What follows belongs to an exercise in optimizing a design on an open flow for small area, a short achievable clock period and few clock cycles per item; a production flow would make more cautious choices.
The RTL was checked by simulation tests, not by an equivalence proof against the original design.
No activity file was given, so power comes from the tool's default toggle rates.

**flow/run.sh**
```bash
#!/bin/bash
# synth_recipe.tcl (not shown) runs the flow's synth.tcl, then flattens the netlist and writes it again
# the make line also repeats each setting of config.mk as NAME=value (left out here)
make -C /OpenROAD-flow-scripts/flow DESIGN_CONFIG=/design/flow/config.mk WORK_HOME=/design/flow/orfs CLKGATE_MAP_FILE= SYNTH_SCRIPT=/design/flow/synth_recipe.tcl finish
```
**flow/config.mk**
```make
export PLATFORM = sky130hd
export DESIGN_NAME = height_color_map_shade
export DESIGN_NICKNAME = height_color_map_shade
export VERILOG_FILES = /design/flow/design.v
export SDC_FILE = /design/flow/constraint.sdc
export NUM_CORES = 4
export LEC_CHECK = 0
export CAP_MARGIN = 20
export CORE_MARGIN = 2
export CORE_UTILIZATION = 40
export SLEW_MARGIN = 20
```
**flow/constraint.sdc**
```tcl
create_clock -name core_clock -period 5.0 [get_ports {clk_i}]
set_input_delay 1.0000 -clock core_clock [delete_from_list [all_inputs] [get_ports {clk_i}]]
set_output_delay 1.0000 -clock core_clock [all_outputs]
set_load 0.01 [all_outputs]
```
**flow/design.v**
```verilog
package hcms_pkg;
  localparam int unsigned ADDR_W      = 5;    
  localparam int unsigned DATA_W      = 32;
  localparam int unsigned TABLE_SLOTS = 7;
  localparam int unsigned NUM_W       = 14;   
  localparam int unsigned QUOT_W      = 6;    
  localparam logic [7:0] TOP_LEVEL  = 8'd255;
  localparam logic [7:0] PINK_RED   = 8'd255;
  localparam logic [7:0] PINK_GREEN = 8'd109;
  localparam logic [7:0] PINK_BLUE  = 8'd194;
  localparam logic [2:0] REG_ENTRY_COUNT = 3'd0;
  typedef struct packed {
    logic              hit;    
    logic [2:0]        k;      
    logic [7:0]        lvl;    
    logic [7:0]        a;      
    logic [7:0]        d;      
    logic [NUM_W-1:0]  n;      
    logic [7:0]        r;      
    logic [QUOT_W-1:0] q;      
  } beat_t;
  localparam int unsigned BEAT_W = 1 + 3 + 8 + 8 + 8 + NUM_W + 8 + QUOT_W;
endpackage
module hcms_regs #(
  parameter int unsigned MAX_ENTRIES = 7
) (
  input  logic                                        clk_i,
  input  logic                                        rst_ni,
  input  logic                                        psel,
  input  logic                                        penable,
  input  logic                                        pwrite,
  input  logic [hcms_pkg::ADDR_W-1:0]                 paddr,
  input  logic [hcms_pkg::DATA_W-1:0]                 pwdata,
  output logic [hcms_pkg::DATA_W-1:0]                 prdata,
  output logic [2:0]                                  entry_count_o,
  output logic [MAX_ENTRIES-1:0][hcms_pkg::DATA_W-1:0] entries_o
);
  logic [2:0]                                   count_q;
  logic [MAX_ENTRIES-1:0][hcms_pkg::DATA_W-1:0] entry_q;
  logic [2:0]                                   reg_idx;
  logic                                         wr_en;
  assign reg_idx = paddr[hcms_pkg::ADDR_W-1:2];
  assign wr_en   = psel & penable & pwrite;
  always_ff @(posedge clk_i or negedge rst_ni) begin
    if (!rst_ni) begin
      count_q <= '0;
      entry_q <= '0;
    end else if (wr_en) begin
      if (reg_idx == hcms_pkg::REG_ENTRY_COUNT) begin
        count_q <= pwdata[2:0];
      end
      for (int i = 0; i < MAX_ENTRIES; i++) begin
        if (reg_idx == 3'(i + 1)) begin
          entry_q[i] <= pwdata;
        end
      end
    end
  end
  always_comb begin
    prdata = {{(hcms_pkg::DATA_W-3){1'b0}}, count_q};
    for (int i = 0; i < MAX_ENTRIES; i++) begin
      if (reg_idx == 3'(i + 1)) begin
        prdata = entry_q[i];
      end
    end
  end
  assign entry_count_o = count_q;
  assign entries_o     = entry_q;
endmodule
module hcms_select #(
  parameter int unsigned MAX_ENTRIES = 7
) (
  input  logic [2:0]                                  entry_count_i,
  input  logic [MAX_ENTRIES-1:0][hcms_pkg::DATA_W-1:0] entries_i,
  input  hcms_pkg::beat_t                             beat_i,
  output hcms_pkg::beat_t                             beat_o
);
  logic [MAX_ENTRIES:0]      pass;
  logic [MAX_ENTRIES-1:0]    sel;
  logic [MAX_ENTRIES-1:0][7:0] nxt;
  logic [7:0]                h_k;
  logic [7:0]                next;
  logic [2:0]                k;
  logic [7:0]                span;
  always_comb begin
    pass[0] = 1'b1;
    for (int i = 0; i < MAX_ENTRIES; i++) begin
      pass[i+1] = pass[i] & (3'(i) < entry_count_i) & (beat_i.lvl >= entries_i[i][31:24]);
    end
    for (int i = 0; i < MAX_ENTRIES; i++) begin
      sel[i] = pass[i+1] & ~pass[i+2 > MAX_ENTRIES ? MAX_ENTRIES : i+2];
      nxt[i] = (i + 1 < MAX_ENTRIES && 3'(i + 1) < entry_count_i)
               ? entries_i[i + 1 < MAX_ENTRIES ? i + 1 : i][31:24] : hcms_pkg::TOP_LEVEL;
    end
    sel[MAX_ENTRIES-1] = pass[MAX_ENTRIES];
  end
  always_comb begin
    h_k  = '0;
    next = '0;
    k    = '0;
    for (int i = 0; i < MAX_ENTRIES; i++) begin
      h_k  = h_k  | ({8{sel[i]}} & entries_i[i][31:24]);
      next = next | ({8{sel[i]}} & nxt[i]);
      k    = k    | ({3{sel[i]}} & 3'(i));
    end
  end
  assign span = next - h_k;
  always_comb begin
    beat_o     = beat_i;
    beat_o.hit = pass[1];
    beat_o.k   = k;
    beat_o.a   = next - beat_i.lvl;
    beat_o.d   = {span[7:1], span[0] | (span == 8'd0)};
  end
endmodule
module hcms_num (
  input  hcms_pkg::beat_t beat_i,
  output hcms_pkg::beat_t beat_o
);
  logic [hcms_pkg::NUM_W-1:0] n;
  assign n = {(hcms_pkg::NUM_W'({beat_i.a, 1'b0} + {1'b0, beat_i.a}) << 3) + hcms_pkg::NUM_W'(beat_i.a), 1'b0};
  always_comb begin
    beat_o   = beat_i;
    beat_o.n = n;
    beat_o.r = n[hcms_pkg::NUM_W-1:hcms_pkg::QUOT_W];
    beat_o.q = '0;
  end
endmodule
module hcms_div #(
  parameter int unsigned BIT = 0
) (
  input  hcms_pkg::beat_t beat_i,
  output hcms_pkg::beat_t beat_o
);
  logic [8:0] t;
  logic [8:0] diff;
  assign t    = {beat_i.r, beat_i.n[BIT]};
  assign diff = t - {1'b0, beat_i.d};
  always_comb begin
    beat_o = beat_i;
    if (!diff[8]) begin
      beat_o.r      = diff[7:0];
      beat_o.q[BIT] = 1'b1;
    end else begin
      beat_o.r      = t[7:0];
    end
  end
endmodule
module height_color_map_shade #(
  parameter int unsigned MAX_ENTRIES = 7,
  parameter logic [7:0]  CUT         = 8'b1010_1011
) (
  input  logic              clk_i,
  input  logic              rst_ni,
  input  logic              start,
  output logic              busy,
  input  logic [7:0]        height_level_i,
  output logic              result_valid_o,
  output logic [7:0]        red_o,
  output logic [7:0]        green_o,
  output logic [7:0]        blue_o,
  output logic              table_hit_o,
  input  logic              psel,
  input  logic              penable,
  input  logic              pwrite,
  input  logic [hcms_pkg::ADDR_W-1:0] paddr,
  input  logic [hcms_pkg::DATA_W-1:0] pwdata,
  output logic [hcms_pkg::DATA_W-1:0] prdata,
  output logic              pready
);
  localparam int unsigned NST = 8;
  logic [2:0]                                   entry_count;
  logic [MAX_ENTRIES-1:0][hcms_pkg::DATA_W-1:0] entries;
  localparam int unsigned BW = hcms_pkg::BEAT_W;
  logic [7:0]             in_lvl_q;
  logic                   in_vld_q;
  hcms_pkg::beat_t        first;
  logic [NST:0][BW-1:0]   beat;
  logic [NST:0]           vld;
  logic [NST-1:0][BW-1:0] comb;
  hcms_pkg::beat_t        last;
  logic [23:0]            color;
  logic [7:0]             dark;
  logic [7:0]             red_d, green_d, blue_d;
  logic                   out_vld_q;
  logic [7:0]             out_red_q, out_green_q, out_blue_q;
  logic                   out_hit_q;
  assign busy   = 1'b0;
  assign pready = 1'b1;
  hcms_regs #(
    .MAX_ENTRIES (MAX_ENTRIES)
  ) u_regs (
    .clk_i         (clk_i),
    .rst_ni        (rst_ni),
    .psel          (psel),
    .penable       (penable),
    .pwrite        (pwrite),
    .paddr         (paddr),
    .pwdata        (pwdata),
    .prdata        (prdata),
    .entry_count_o (entry_count),
    .entries_o     (entries)
  );
  always_ff @(posedge clk_i or negedge rst_ni) begin
    if (!rst_ni) begin
      in_vld_q <= 1'b0;
    end else begin
      in_vld_q <= start;
    end
  end
  always_ff @(posedge clk_i) begin
    in_lvl_q <= height_level_i;
  end
  always_comb begin
    first     = '0;
    first.lvl = in_lvl_q;
  end
  assign beat[0] = first;
  assign vld[0]  = in_vld_q;
  hcms_select #(
    .MAX_ENTRIES (MAX_ENTRIES)
  ) u_select (
    .entry_count_i (entry_count),
    .entries_i     (entries),
    .beat_i        (beat[0]),
    .beat_o        (comb[0])
  );
  hcms_num u_num (
    .beat_i (beat[1]),
    .beat_o (comb[1])
  );
  for (genvar s = 2; s < NST; s++) begin : g_div
    hcms_div #(
      .BIT (hcms_pkg::QUOT_W + 1 - s)
    ) u_div (
      .beat_i (beat[s]),
      .beat_o (comb[s])
    );
  end
  for (genvar s = 0; s < NST; s++) begin : g_cut
    if (CUT[s]) begin : g_reg
      logic [BW-1:0]   beat_q;
      logic            vld_q;
      always_ff @(posedge clk_i or negedge rst_ni) begin
        if (!rst_ni) begin
          vld_q <= 1'b0;
        end else begin
          vld_q <= vld[s];
        end
      end
      always_ff @(posedge clk_i) begin
        beat_q <= comb[s];
      end
      assign beat[s+1] = beat_q;
      assign vld[s+1]  = vld_q;
    end else begin : g_wire
      assign beat[s+1] = comb[s];
      assign vld[s+1]  = vld[s];
    end
  end
  assign last  = beat[NST];
  assign color = entries[last.k][23:0];
  assign dark  = 8'(last.q);
  always_comb begin
    if (last.hit) begin
      red_d   = (color[23:16] > dark) ? color[23:16] - dark : '0;
      green_d = (color[15:8]  > dark) ? color[15:8]  - dark : '0;
      blue_d  = (color[7:0]   > dark) ? color[7:0]   - dark : '0;
    end else begin
      red_d   = hcms_pkg::PINK_RED;
      green_d = hcms_pkg::PINK_GREEN;
      blue_d  = hcms_pkg::PINK_BLUE;
    end
  end
  always_ff @(posedge clk_i or negedge rst_ni) begin
    if (!rst_ni) begin
      out_vld_q <= 1'b0;
    end else begin
      out_vld_q <= vld[NST];
    end
  end
  always_ff @(posedge clk_i) begin
    out_red_q   <= red_d;
    out_green_q <= green_d;
    out_blue_q  <= blue_d;
    out_hit_q   <= last.hit;
  end
  assign result_valid_o = out_vld_q;
  assign red_o          = out_red_q;
  assign green_o        = out_green_q;
  assign blue_o         = out_blue_q;
  assign table_hit_o    = out_hit_q;
endmodule
```
==> results of run 1 <==
## worst max-delay path: stages (launching register included)
cell and delay [ns]:
dfxtp_1 0.38, inv_2 0.10, ha_1 0.29, nor2b_1 0.04, o21ai_0 0.16, buf_4 0.14, a21oi_1 0.07, or2_2 0.34
or3b_4 0.46, nor2_1 0.24, and3_1 0.39, a22oi_1 0.14, nand4_1 0.14, ha_1 0.22, fa_2 0.22, nor2b_1 0.04
o21ai_0 0.14, nand2b_1 0.11, xor2_1 0.16, or4_1 0.53, o41ai_2 0.33
## state kept, by name, summed over array words and instances (netlist names)
register	count
out_green_q	8
out_blue_q	8
out_red_q	8
in_lvl_q	8
g_cut.g_reg.beat_q	105
u_regs.count_q	3
u_regs.entry_q	224
out_hit_q	1
in_vld_q	1
out_vld_q	1
g_cut.g_reg.vld_q	5
## stage by stage
stage               power, W  setup slack [ns]  hold slack [ns]  TNS, ns
finish                0.0169             0.247            0.318        0
global route          0.0183           -0.0143            0.322  -0.0197
CTS                   0.0169            0.0470            0.312        0
detailed placement    0.0136           -0.0419            0.312  -0.0419
global placement      0.0133            0.0614            0.312        0
floorplan             0.0113             0.300            0.310        0
## per-layer routing
metal / vias to the layer above / share of wire
met5: - / 0.00046
li1: 7465 / -
met1: 7628 / 0.43
met3: 117 / 0.063
met2: 449 / 0.47
met4: 4 / 0.035
## what timing repair did
| action | CTS | global route |
|---|---|---|
| pin swaps | 0 | 11 |
| setup endpoints to repair | 1 | 21 |
| buffers inserted | 0 | 3 |
| resized for setup | 2 | 25 |
## worst max-delay path by stage
stage	cells after the start	end	slack, ns	start
detailed placement	21	g_cut[0].g_reg.beat_q[28]$_DFF_P_	-0.04	in_lvl_q[0]$_DFF_P_
finish	20	g_cut[0].g_reg.beat_q[28]$_DFF_P_	0.25	in_lvl_q[0]$_DFF_P_
global placement	21	g_cut[0].g_reg.beat_q[28]$_DFF_P_	0.06	in_lvl_q[0]$_DFF_P_
floorplan	22	g_cut[5].g_reg.beat_q[10]$_DFF_P_	0.30	g_cut[3].g_reg.beat_q[38]$_DFF_P_
CTS	19	g_cut[5].g_reg.beat_q[8]$_DFF_P_	0.05	g_cut[3].g_reg.beat_q[28]$_DFF_P_
global route	23	g_cut[0].g_reg.beat_q[28]$_DFF_P_	-0.01	u_regs.entry_q[58]$_DFFE_PN0P_
## cell type report
class / instances / area share
Tap cell: 680 / 0.0348
Antenna cell: 2 / 0.000204
Sequential cell: 372 / 0.352
Clock inverter: 7 / 0.00465
Multi-Input combinational cell: 1413 / 0.463
Clock buffer: 70 / 0.0530
Inverter: 120 / 0.0184
Timing Repair Buffer: 200 / 0.0738
## power by group
group / switching (W) / internal, W / leakage, nW
Clock: 0.00124 / 0.00192 / 0.693
Sequential: 0.000600 / 0.00394 / 4.06
Combinational: 0.00456 / 0.00463 / 6.14
Total: 0.00640 / 0.0105 / 10.9
## cells in the final DEF, fill, tap and decap left out, types with 11 or more instances in the layout
cell             netlist  final
dfrtp_1              234    233
mux2_2               200    200
nand2_1              182    181
o21ai_0              170    165
ha_1                 148    148
dfxtp_1              138    136
inv_1                119    118
clkdlybuf4s50_1        0    103
a21oi_1               98     95
buf_4                  2     91
nor2_1                98     89
mux2i_1               72     72
a21o_1                46     46
clkbuf_16              0     43
xnor2_1               40     39
a22oi_1               31     31
xor2_1                29     29
o2111ai_1             28     28
mux4_2                26     26
nor2b_1               26     25
nand2b_1              23     23
nand3_1               21     21
clkbuf_1              53     15
a211oi_1              12     12
clkbuf_8               0     12
nand4_1               11     11
fa_1                  12     11
## cell families (layout without fill, tap and decap cells)
| kind of cell | after synthesis | in the layout | synth area share |
|---|---|---|---|
| AND/OR/NAND/NOR | 414 | 414 | 0.0918 |
| other | 2 | 4 | 0.000365 |
| buffers and inverters | 214 | 397 | 0.0400 |
| adder cells (fa/ha/maj) | 160 | 160 | 0.102 |
| AO/OA/AOI/OAI | 467 | 467 | 0.143 |
| XOR/XNOR | 72 | 72 | 0.0320 |
| flip-flops | 372 | 372 | 0.418 |
| multiplexers | 298 | 298 | 0.173 |
==> run summary, run 1 <==
Synth area leader=dfrtp_1; critical hold path startpoint=g_cut[3].g_reg.beat_q[52]$_DFF_P_; synth-to-layout area growth=18.8%; Util after Layout=0.479; number of synthesized register bits=372; Num Clock Sinks=372; row cnt=83; I/O Buffers=106; Die ar.=between 0.05 and 0.06 mm^2; WL final=57.1 mm; I/O Pins=around 110; Post-Syn Area per Cell=a little over 10 um^2; GRT overflow=0; Critical Path RT=about 5.5 ns; Post-synth EDFFs=0; DP Wirelength=41.3 mm; Avg Vias per Cell=5.47; initial DRC count=1,042; WHS Endpoint=g_cut[5].g_reg.beat_q[52]$_DFF_P_; core area=around 0.05 mm^2; synth unique cells=slightly below 70; Nets=roughly 2,400; Final Hold Violating Endpoints=0; Ys Warns=10; global route hottest layer=met2; crit-path max FO=6; Main synth FF type=dfrtp_1; minimum clock period=between 4 and 5 ns; initial antenna violation count=4; first-pass GRT wire length=89.7 mm; Root Driver=clkbuf_16; RR Endpoint=g_cut[0].g_reg.beat_q[28]$_DFF_P_; status=complete, no violations; actual slew at the worst max-slew pin=1.03 ns; Syn Nets=around 2,200; worst r2r path cells=20; Die Wd=231 um; Initial Util=0.403; hold-fix buffer count after cts=0; Setup crit start kind=flip-flop; Max Fclk=210 MHz; Reg area=0.00862 mm^2; Max-cap violations=0; Post-Layout Cell Count=2,864; DR WL/cell=approximately 20 um; Reg2Reg Launch Point=in_lvl_q[0]$_DFF_P_; CTS H-Tree Depth=2; Post-DRT Antenna Nets=0; most common cell in the netlist=dfrtp_1; post-place instance area=0.0229 mm^2; Slew Viols, Final=0; DIE HEIGHT=231 um; largest net degree at the start of global routing=between 100 and 150; vias in the first global route=16,200; CTS tree=built; hold depth=0; drt drc=0; layout cells sized above 1=0.200; leakage=10.9 nW; Pre-Repair DR Iteration Count=7; met3 GRT Util=0.0451; Gate Count Post-Synth=1,999; Post-synth ARST share=0.629; top cells by area, synth=dfrtp_1, dfxtp_1, mux2_2; grt met2 use=0.359; Max clock buf depth=3; Fill cells=4,717; Finished Cell Area=0.0245 mm^2; Crit Path Class=flip-flop to flip-flop; final RePlAce weighted congestion=0.955; commonest cells in the synthesized netlist=dfrtp_1, mux2_2, nand2_1; fin crit share=0.951; crit path capture type=flip-flop; CTS clk-pin slew, worst paths=0.06 ns; pwr dens=690 mW/mm^2; VDD IR max=0.000552 V; Syn Std Cell Area=just over 0.02 mm^2; worst skew pair latency=0.57 ns; critical path arrival=5.21 ns; Max-slew headroom=0.310; area of the multi-input gates=0.0113 mm^2; cts bufs inserted=43; Setup Skew=0.0234 ns; setup slack, reg-to-reg=0.25 ns; via count=15,700; GRT Total Usage=0.215; final setup violation count=0; Hold Crit Class=flip-flop to flip-flop; Yosys top cell area share=0.284; met1 capacity usage during global routing=0.272; DP Cell Count=2,782; Seq/Total Area, Yosys=0.418
Testbench counts, summed over its fixed seeds: cycles 16,832, items 16,384.
==> run 2: changes to the inputs <==
--- a/flow/design.v
+++ b/flow/design.v
@@ -13,13 +13,15 @@
     logic              hit;    
     logic [2:0]        k;      
     logic [7:0]        lvl;    
+    logic [7:0]        h;      
+    logic [7:0]        nxt;    
     logic [7:0]        a;      
     logic [7:0]        d;      
     logic [NUM_W-1:0]  n;      
     logic [7:0]        r;      
     logic [QUOT_W-1:0] q;      
   } beat_t;
-  localparam int unsigned BEAT_W = 1 + 3 + 8 + 8 + 8 + NUM_W + 8 + QUOT_W;
+  localparam int unsigned BEAT_W = 1 + 3 + 8 + 8 + 8 + 8 + 8 + NUM_W + 8 + QUOT_W;
 endpackage
 module hcms_regs #(
   parameter int unsigned MAX_ENTRIES = 7
@@ -38,32 +40,46 @@
   logic [2:0]                                   count_q;
   logic [MAX_ENTRIES-1:0][hcms_pkg::DATA_W-1:0] entry_q;
   logic [2:0]                                   reg_idx;
-  logic                                         wr_en;
+  logic [MAX_ENTRIES:0]                         wr_q;
+  logic [hcms_pkg::DATA_W-1:0]                  rd_d;
+  logic [hcms_pkg::DATA_W-1:0]                  rd_q;
   assign reg_idx = paddr[hcms_pkg::ADDR_W-1:2];
-  assign wr_en   = psel & penable & pwrite;
+  always_ff @(posedge clk_i or negedge rst_ni) begin
+    if (!rst_ni) begin
+      wr_q <= '0;
+    end else begin
+      for (int i = 0; i <= MAX_ENTRIES; i++) begin
+        wr_q[i] <= psel & ~penable & pwrite & (reg_idx == 3'(i));
+      end
+    end
+  end
   always_ff @(posedge clk_i or negedge rst_ni) begin
     if (!rst_ni) begin
       count_q <= '0;
       entry_q <= '0;
-    end else if (wr_en) begin
-      if (reg_idx == hcms_pkg::REG_ENTRY_COUNT) begin
+    end else begin
+      if (wr_q[0]) begin
         count_q <= pwdata[2:0];
       end
       for (int i = 0; i < MAX_ENTRIES; i++) begin
-        if (reg_idx == 3'(i + 1)) begin
+        if (wr_q[i+1]) begin
           entry_q[i] <= pwdata;
         end
       end
     end
   end
   always_comb begin
-    prdata = {{(hcms_pkg::DATA_W-3){1'b0}}, count_q};
+    rd_d = {{(hcms_pkg::DATA_W-3){1'b0}}, count_q};
     for (int i = 0; i < MAX_ENTRIES; i++) begin
       if (reg_idx == 3'(i + 1)) begin
-        prdata = entry_q[i];
+        rd_d = entry_q[i];
       end
     end
   end
+  always_ff @(posedge clk_i) begin
+    rd_q <= rd_d;
+  end
+  assign prdata = rd_q;
   assign entry_count_o = count_q;
   assign entries_o     = entry_q;
 endmodule
@@ -81,7 +97,6 @@
   logic [7:0]                h_k;
   logic [7:0]                next;
   logic [2:0]                k;
-  logic [7:0]                span;
   always_comb begin
     pass[0] = 1'b1;
     for (int i = 0; i < MAX_ENTRIES; i++) begin
@@ -104,23 +119,28 @@
       k    = k    | ({3{sel[i]}} & 3'(i));
     end
   end
-  assign span = next - h_k;
   always_comb begin
     beat_o     = beat_i;
     beat_o.hit = pass[1];
     beat_o.k   = k;
-    beat_o.a   = next - beat_i.lvl;
-    beat_o.d   = {span[7:1], span[0] | (span == 8'd0)};
+    beat_o.h   = h_k;
+    beat_o.nxt = next;
   end
 endmodule
 module hcms_num (
   input  hcms_pkg::beat_t beat_i,
   output hcms_pkg::beat_t beat_o
 );
+  logic [7:0]                 a;
+  logic [7:0]                 span;
   logic [hcms_pkg::NUM_W-1:0] n;
-  assign n = {(hcms_pkg::NUM_W'({beat_i.a, 1'b0} + {1'b0, beat_i.a}) << 3) + hcms_pkg::NUM_W'(beat_i.a), 1'b0};
+  assign a    = beat_i.nxt - beat_i.lvl;
+  assign span = beat_i.nxt - beat_i.h;
+  assign n = {(hcms_pkg::NUM_W'({a, 1'b0} + {1'b0, a}) << 3) + hcms_pkg::NUM_W'(a), 1'b0};
   always_comb begin
     beat_o   = beat_i;
+    beat_o.a = a;
+    beat_o.d = {span[7:1], span[0] | (span == 8'd0)};
     beat_o.n = n;
     beat_o.r = n[hcms_pkg::NUM_W-1:hcms_pkg::QUOT_W];
     beat_o.q = '0;
--- a/flow/config.mk
+++ b/flow/config.mk
@@ -8,4 +8,5 @@
 export CAP_MARGIN = 20
 export CORE_MARGIN = 2
 export CORE_UTILIZATION = 40
+export SETUP_SLACK_MARGIN = 2.7
 export SLEW_MARGIN = 20
==> run 2 against run 1 <==
Compared with the run above: die area increased by 6.8%; first-iteration DRC count increased by 19%; clock skew decreased by 0.0036 ns; register-to-register slack improved by 1.0 ns; wire length increased by 9.3%; critical endpoint is now g_cut[3].g_reg.beat_q[8]$_DFF_P_; global-route usage increased by 0.22 points; core utilization increased by 4.2 points; count of clock-buffer cells in the layout unchanged; synthesized cell count increased by 2.6%; highest routed layer unchanged; power increased by 42%; synthesized area increased by 6.9%.
==> run summary, run 2 <==
Die Wd=~240 um; Seq/Total Area, Yosys=0.437; largest net degree at the start of global routing=112; final setup violation count=0; Synth area leader=dfrtp_1; Max clock buf depth=3; Avg Vias per Cell=5.50; Post-Syn Area per Cell=10.7 um^2; most common cell in the netlist=dfrtp_1; slowest CP cell=fa_2; WHS Endpoint=g_cut[5].g_reg.beat_q[69]$_DFF_P_; fin crit share=0.749; drt drc=0; worst skew pair latency=roughly 0.58 ns; VDD IR max=0.000872 V; Num Clock Sinks=420; Tot Pwr=0.0239 W; synth unique cells=75; status=complete, no violations; Initial Util=0.402; leakage=12.4 nW; critical path arrival=4.20 ns; cell breakdown of the critical path=inv_2 > ha_4 > inv_2 > fa_2 > a21oi_2 > o22ai_2 > nor2_4 > a21oi_4 > xnor2_4 > inv_4 > nand2_4 > o21ai_4 > fa_2 > nor2b_4 > o21ai_1 > nand2b_1 > a311oi_2 > buf_4 > a21oi_4 > xor2_4 > buf_12 > mux2_4; RR Endpoint=g_cut[3].g_reg.beat_q[8]$_DFF_P_; max reg flops=224; CTS clk-pin slew, worst paths=0.06 ns; I/O Buffers=106; Slew Viols, Final=0; hold depth=0; pwr dens=839 mW/mm^2; number of synthesized register bits=420; row cnt=86; Syn Nets=approximately 2,300; Crit Path Class=flip-flop to flip-flop; Reg2Reg Launch Point=g_cut[1].g_reg.beat_q[19]$_DFF_P_; Setup crit start kind=flip-flop; CTS H-Tree Depth=2; GRT overflow=0; Post-DRT Antenna Nets=0; Fill cells=4,752; Gate Count Post-Synth=2,050; clock share of power=0.152; CP Buf/Inv Count=5; Post-Layout Cell Count=3,048; Post-synth EDFFs=0; final RePlAce weighted congestion=slightly below 0.9; DP Cell Count=2,795; GRT Total Usage=0.217; crit path capture type=flip-flop; Die ar.=0.0570 mm^2; crit-path max FO=5; initial DRC count=1,243; Sequential Power Share=0.208; Root Driver=clkbuf_16; n_diodes=0; setup TNS=0 ns; critical hold path startpoint=g_cut[3].g_reg.beat_q[69]$_DFF_P_; CTS tree=built; switch share=0.375; Switch Pwr=roughly 0.009 W; WL final=62.4 mm; Post-synth ARST share=0.576; minimum clock period=3.74 ns; layout cells sized above 1=0.342; Hold Crit Class=flip-flop to flip-flop; RSZ-0062 raised after global routing=true; Max-slew headroom=0.378; synth-to-layout area growth=29.4%; Reg area=0.00968 mm^2; first-pass GRT wire length=96.3 mm; commonest cells in the synthesized netlist=dfrtp_1, mux2_2, dfxtp_1; Ys Warns=10; via count=16,800; Final Hold Violating Endpoints=0; Comb pwr share=0.639; crit path from=g_cut[1].g_reg.beat_q[19]$_DFF_P_; Internal=0.0149 W; vias in the first global route=roughly 17,000; Largest Register=u_regs.entry_q; Slowest Stage Delay on Critical Path=~0.36 ns; commonest non-fill, non-tap cell in the layout=dfrtp_1; Top Family by Delay on Critical Path=adder cells; Syn Std Cell Area=0.0220 mm^2; Max-cap violations=0; Nets=between 2,000 and 3,000; Yosys top cell area share=0.275; Pre-Repair DR Iteration Count=7; Setup Skew=a little under 0.02 ns; initial antenna violation count=2; worst r2r path cells=22; Main synth FF type=dfrtp_1; Critical Path RT=5.46 ns; Regs by FF count=u_regs.entry_q x224, g_cut.g_reg.beat_q x113, u_regs.rd_q x32; actual slew at the worst max-slew pin=slightly above 0.9 ns; DR WL/cell=20.5 um; most frequent cells in the layout=dfrtp_1, mux2_2, dfxtp_1, buf_4, nand2_1; core area=0.0548 mm^2; I/O Pins=roughly 110; cts bufs inserted=49; setup slack, reg-to-reg=1.26 ns; DIE HEIGHT=239 um; area of the multi-input gates=~0.013 mm^2; top cells by area, synth=dfrtp_1, dfxtp_1, mux2_2; DP Wirelength=just over 40 mm; Max Fclk=about 270 MHz
-- run 2: worst max-delay path by stage --
| stage | end | depth (start not counted) |
|---|---|---|
| 3_5_place_dp | g_cut[5].g_reg.beat_q[8]$_DFF_P_ | 18 |
| 2_1_floorplan | g_cut[5].g_reg.beat_q[10]$_DFF_P_ | 20 |
| 6_report | g_cut[3].g_reg.beat_q[8]$_DFF_P_ | 22 |
| 3_3_place_gp | g_cut[3].g_reg.beat_q[11]$_DFF_P_ | 18 |
| 5_1_grt | g_cut[3].g_reg.beat_q[9]$_DFF_P_ | 22 |
| 4_1_cts | g_cut[5].g_reg.beat_q[13]$_DFF_P_ | 21 |
-- run 2: layout make-up --
cell class,instances,share of cell area
Sequential cell,420,0.339
Inverter,142,0.0199
Multi-Input combinational cell,1398,0.454
Timing Repair Buffer,295,0.0971
Clock buffer,70,0.0508
Tap cell,704,0.0309
Clock inverter,19,0.00764
-- run 2: per-layer routing --
| metal | vias up | routed length [um] | track usage |
|---|---|---|---|
| met3 | 107 | 3520 | 0.0346 |
| met1 | 8334 | 27500 | 0.294 |
| li1 | 7839 | - | - |
| met5 | - | 16 | 0 |
| met2 | 485 | 29700 | 0.355 |
| met4 | 2 | 1680 | 0.0733 |
-- run 2: metrics by stage --
| stage | worst slack, ns | hold slack [ns] | util | cell area [um^2] |
|---|---|---|---|---|
| 2_1_floorplan | 1.28 | 0.309 | - | 22400 |
| 3_5_place_dp | 0.836 | 0.312 | 0.441 | 24200 |
| 3_3_place_gp | 0.892 | 0.310 | 0.441 | 24200 |
| 4_1_cts | 1.27 | 0.320 | 0.506 | 27700 |
| 5_1_grt | 1.11 | 0.329 | 0.521 | 28500 |
| 6_report | 1.26 | 0.315 | 0.521 | 28500 |
-- run 2: worst register-to-register path, cell delays in order (launching register included) --
cell,delay [ns]
dfxtp_2,0.32
inv_2,0.05
ha_4,0.13
inv_2,0.03
fa_2,0.34
a21oi_2,0.16
o22ai_2,0.10
nor2_4,0.13
a21oi_4,0.09
xnor2_4,0.25
inv_4,0.09
nand2_4,0.07
o21ai_4,0.06
fa_2,0.36
nor2b_4,0.11
o21ai_1,0.07
nand2b_1,0.12
a311oi_2,0.11
buf_4,0.17
a21oi_4,0.21
xor2_4,0.21
buf_12,0.14
mux2_4,0.30
-- run 2: what timing repair did --
action / CTS / global route
gates resized for setup: 250 / 104
setup endpoints to repair: 152 / 91
setup buffers: 119 / 40
pin swaps: 85 / 96
hold buffers: 0 / 0
gates cloned: 5 / 0
endpoints found under the hold margin: 0 / 0
-- run 2: kinds of logic after synthesis --
family / synth area share
XOR/XNOR: 0.0336
AND/OR/NAND/NOR: 0.0751
adder cells (fa/ha/maj): 0.0950
AO/OA/AOI/OAI: 0.140
multiplexers: 0.178
other: 0.000341
buffers and inverters: 0.0411
flip-flops: 0.437
-- run 2: power by group through the flow --
stage	logic (W)	registers, W	clock network, W
global route	0.0166	0.00509	0.00387
detailed placement	0.0109	0.00505	0
CTS	0.0140	0.00497	0.00372
global placement	0.0106	0.00502	0
finish	0.0153	0.00498	0.00364
floorplan	0.00889	0.00486	0
Testbench counts of run 2, summed over its fixed seeds: cycles 16,832, items 16,384.
==> run 3: changes to the inputs <==
--- a/flow/config.mk
+++ b/flow/config.mk
@@ -7,6 +7,6 @@
 export LEC_CHECK = 0
 export CAP_MARGIN = 20
 export CORE_MARGIN = 2
-export CORE_UTILIZATION = 40
+export CORE_UTILIZATION = 60
 export SETUP_SLACK_MARGIN = 2.7
 export SLEW_MARGIN = 20
==> run 3 against run 2 <==
Compared with the run above: still clean on timing, DRC and antenna; register-to-register slack got worse by 0.02 ns; fmax shrank 0.41%; sequential share of layout area up 0.84 points; die area down 33%; setup slack got worse by 0.016 ns; sequential power hardly changed; non-clock buffer count rose by 1; global-route usage rose by 9.1 points; critical path type unchanged; largest power group unchanged; highest routed layer is now met4.
==> run summary, run 3 <==
CTS tree=built; Max-cap violations=0; Post-DRT Antenna Nets=0; Die Wd=196 um; CP Depth=21; most frequent cells in the layout=dfrtp_1, mux2_2, dfxtp_1, buf_4, ha_1; critical path arrival=4.21 ns; WL final=59.0 mm; commonest non-fill, non-tap cell in the layout=dfrtp_1; crit path capture type=flip-flop; Initial Util=0.606; CTS H-Tree Depth=2; Hold Crit Class=flip-flop to flip-flop; Largest Register=u_regs.entry_q; Synth Area in Adders=0.0950; Avg Vias per Cell=approximately 6; GRT Total Usage=0.308; hold-fix buffer count after cts=0; Max-slew headroom=0.401; DIE HEIGHT=196 um; Ys Warns=10; synth-to-layout area growth=26.2%; drt drc=0; Root Driver=clkbuf_16; max reg flops=224; Main synth FF type=dfrtp_1; Post-Layout Cell Count=2,806; row cnt=70; slowest CP cell=fa_2; Post-Syn Area per Cell=10.7 um^2; GRT overflow=0; Max Fclk=266 MHz; I/O Buffers=about 110; Fill cells=2,409; synth unique cells=75; Setup Skew=0.0212 ns; routed wl met2=28.5 mm; setup TNS=0 ns; actual slew at the worst max-slew pin=0.899 ns; Final Hold Violating Endpoints=0; Seq/Total Area, Yosys=0.437; Setup crit start kind=flip-flop; VDD IR max=around 0.00087 V; Pre-Repair DR Iteration Count=7; Crit Path Class=flip-flop to flip-flop; largest family of logic cells by synthesized area=multiplexers; setup ws final=1.24 ns; Post-synth EDFFs=0; largest net degree at the start of global routing=about 110; I/O Pins=111; post-synthesis mux area share=0.178; most common cell in the netlist=dfrtp_1; CP Buf/Inv Count=4; Slowest Stage Delay on Critical Path=0.38 ns; minimum clock period=about 3.8 ns; DR WL/cell=between 20 and 25 um; worst skew pair latency=0.58 ns; Post-synth ARST share=0.576; setup slack, reg-to-reg=1.24 ns; vias in the first global route=~17,000; Die ar.=~0.038 mm^2; Max Used Layer=met4; Gate Count Post-Synth=2,050; cts bufs inserted=45; top cells by area, synth=dfrtp_1, dfxtp_1, mux2_2; area of the multi-input gates=0.0127 mm^2; Reg area=0.00967 mm^2; crit-path max FO=5; Nets=2,514; Critical Path RT=5.45 ns; simple-gate share of the synthesized area=0.0751; Top Family by Delay on Critical Path=compound AO/OA/AOI/OAI gates; Post-Synth XOR/XNOR Area=0.0336; pwr dens=857 mW/mm^2; worst r2r path cells=21; RSZ-0062 raised after global routing=true; leakage=about 12 nW; DP Cell Count=2,558; post-synthesis compound-gate area fraction=0.140; cell breakdown of the critical path=inv_2 > ha_4 > inv_2 > fa_2 > a21oi_2 > o22ai_2 > nor2_4 > a21oi_4 > xnor2_4 > inv_4 > nand2_4 > o21ai_4 > fa_2 > nor2b_4 > o21ai_1 > nand2b_1 > a311oi_4 > a21oi_4 > xor2_4 > buf_6 > mux2_4; Yosys top cell area share=0.275; first-pass GRT wire length=a little over 90 mm; layout cells sized above 1=0.328; DP Wirelength=about 37 mm; Max clock buf depth=3; Slew Viols, Final=0; initial antenna violation count=0; Syn Nets=around 2,300; Regs by FF count=u_regs.entry_q x224, g_cut.g_reg.beat_q x113, u_regs.rd_q x32; Syn Std Cell Area=0.0220 mm^2; Num Clock Sinks=420; CTS clk-pin slew, worst paths=0.06 ns; core area=0.0363 mm^2; commonest cells in the synthesized netlist=dfrtp_1, mux2_2, dfxtp_1; final RePlAce weighted congestion=about 0.9; Synth area leader=dfrtp_1; hold depth=0; number of synthesized register bits=420; routed length on met1=around 25 mm; fin crit share=0.752; Setup WS pre-CTS=slightly above 0.8 ns; Routed met3 length=slightly below 4 mm; n_diodes=0; final setup violation count=0; status=complete, no violations; via count=about 17,000; initial DRC count=1,188
[run 3: what timing repair did]
action,in CTS,in global routing
endpoints found under the setup margin,162,81
setup buffers,120,42
pin swaps,105,75
gates resized for setup,245,87
gates cloned,4,0
[run 3: logic make-up after synthesis]
group | count (synthesis)
other | 2
and+or+nand+nor | 359
muxes | 313
DFF | 420
adders and majority gates | 160
AOI/OAI and AO/OA | 485
xor gates and xnor gates | 76
buffers and inverters | 235
[run 3: final cells by class]
class                      instances  share of cell area
multi-input combinational       1398               0.458
sequential                       420               0.348
timing repair buffer             296              0.0994
clock buffer                      65              0.0458
tap                              468              0.0211
inverter                         142              0.0203
clock inverter                    17             0.00720
[run 3: path summary, 6_finish.rpt]
path                                                      to                         startpoint
max                        g_cut[3].g_reg.beat_q[11]$_DFF_P_  g_cut[1].g_reg.beat_q[19]$_DFF_P_
min                        g_cut[7].g_reg.beat_q[69]$_DFF_P_  g_cut[5].g_reg.beat_q[69]$_DFF_P_
max reg2reg                g_cut[3].g_reg.beat_q[11]$_DFF_P_  g_cut[1].g_reg.beat_q[19]$_DFF_P_
min reg2reg                g_cut[7].g_reg.beat_q[69]$_DFF_P_  g_cut[5].g_reg.beat_q[69]$_DFF_P_
max in group asynchronous    u_regs.entry_q[101]$_DFFE_PN0P_                             rst_ni
min in group asynchronous     u_regs.entry_q[92]$_DFFE_PN0P_                             rst_ni
[run 3: metal layers]
metal  vias up  global-route usage
met2       631               0.513
met1      8360               0.415
met4         0              0.0970
met5         -                   0
met3       112              0.0492
li1       7840                   -
[run 3: where the power goes]
group          switching [W]  internal, W  total, W
clock network        0.00136      0.00198   0.00333
registers           0.000601      0.00437   0.00497
logic                0.00712      0.00842    0.0155
total                0.00908       0.0148    0.0238
[run 3: stage by stage]
stage | cell area (um^2) | power [W] | hold WS [ns] | utilization
after detailed placement | 23800 | 0.0160 | 0.312 | 0.656
after floorplan | 22400 | 0.0138 | 0.309 | -
after global routing | 27800 | 0.0255 | 0.314 | 0.765
after CTS | 27100 | 0.0223 | 0.308 | 0.745
after global placement | 23800 | 0.0155 | 0.311 | 0.656
final | 27800 | 0.0238 | 0.302 | 0.765

re-timing with driven ports:
No port has a modelled driver above. Below, the same layouts with a new extraction and two added sets of constraints. Step 1 sets driving cells, clkbuf_16 on the clock port and buf_2 on the other inputs (assumed; they add their load-dependent delay and slew). Step 2 adds t to the input delays and takes it off the output delays; t is the mean of the earliest and latest rising clock arrival at the registers after step 1. Input paths then give back, and output paths get back, about the clock's delay inside the block. Slacks: no drivers / after step 1 / after step 2; pairs: no drivers / after step 1.
run	t, ns	setup slack, ns	hold WS [ns]
run 1	0.614	0.247 / 0.247 / 0.247	0.318 / 0.318 / 0.318
run 2	0.629	1.256 / 1.256 / 1.256	0.315 / 0.315 / 0.315
run 3	0.625	1.240 / 1.240 / 1.240	0.302 / 0.302 / 0.302
After both steps every run listed still meets setup and hold.
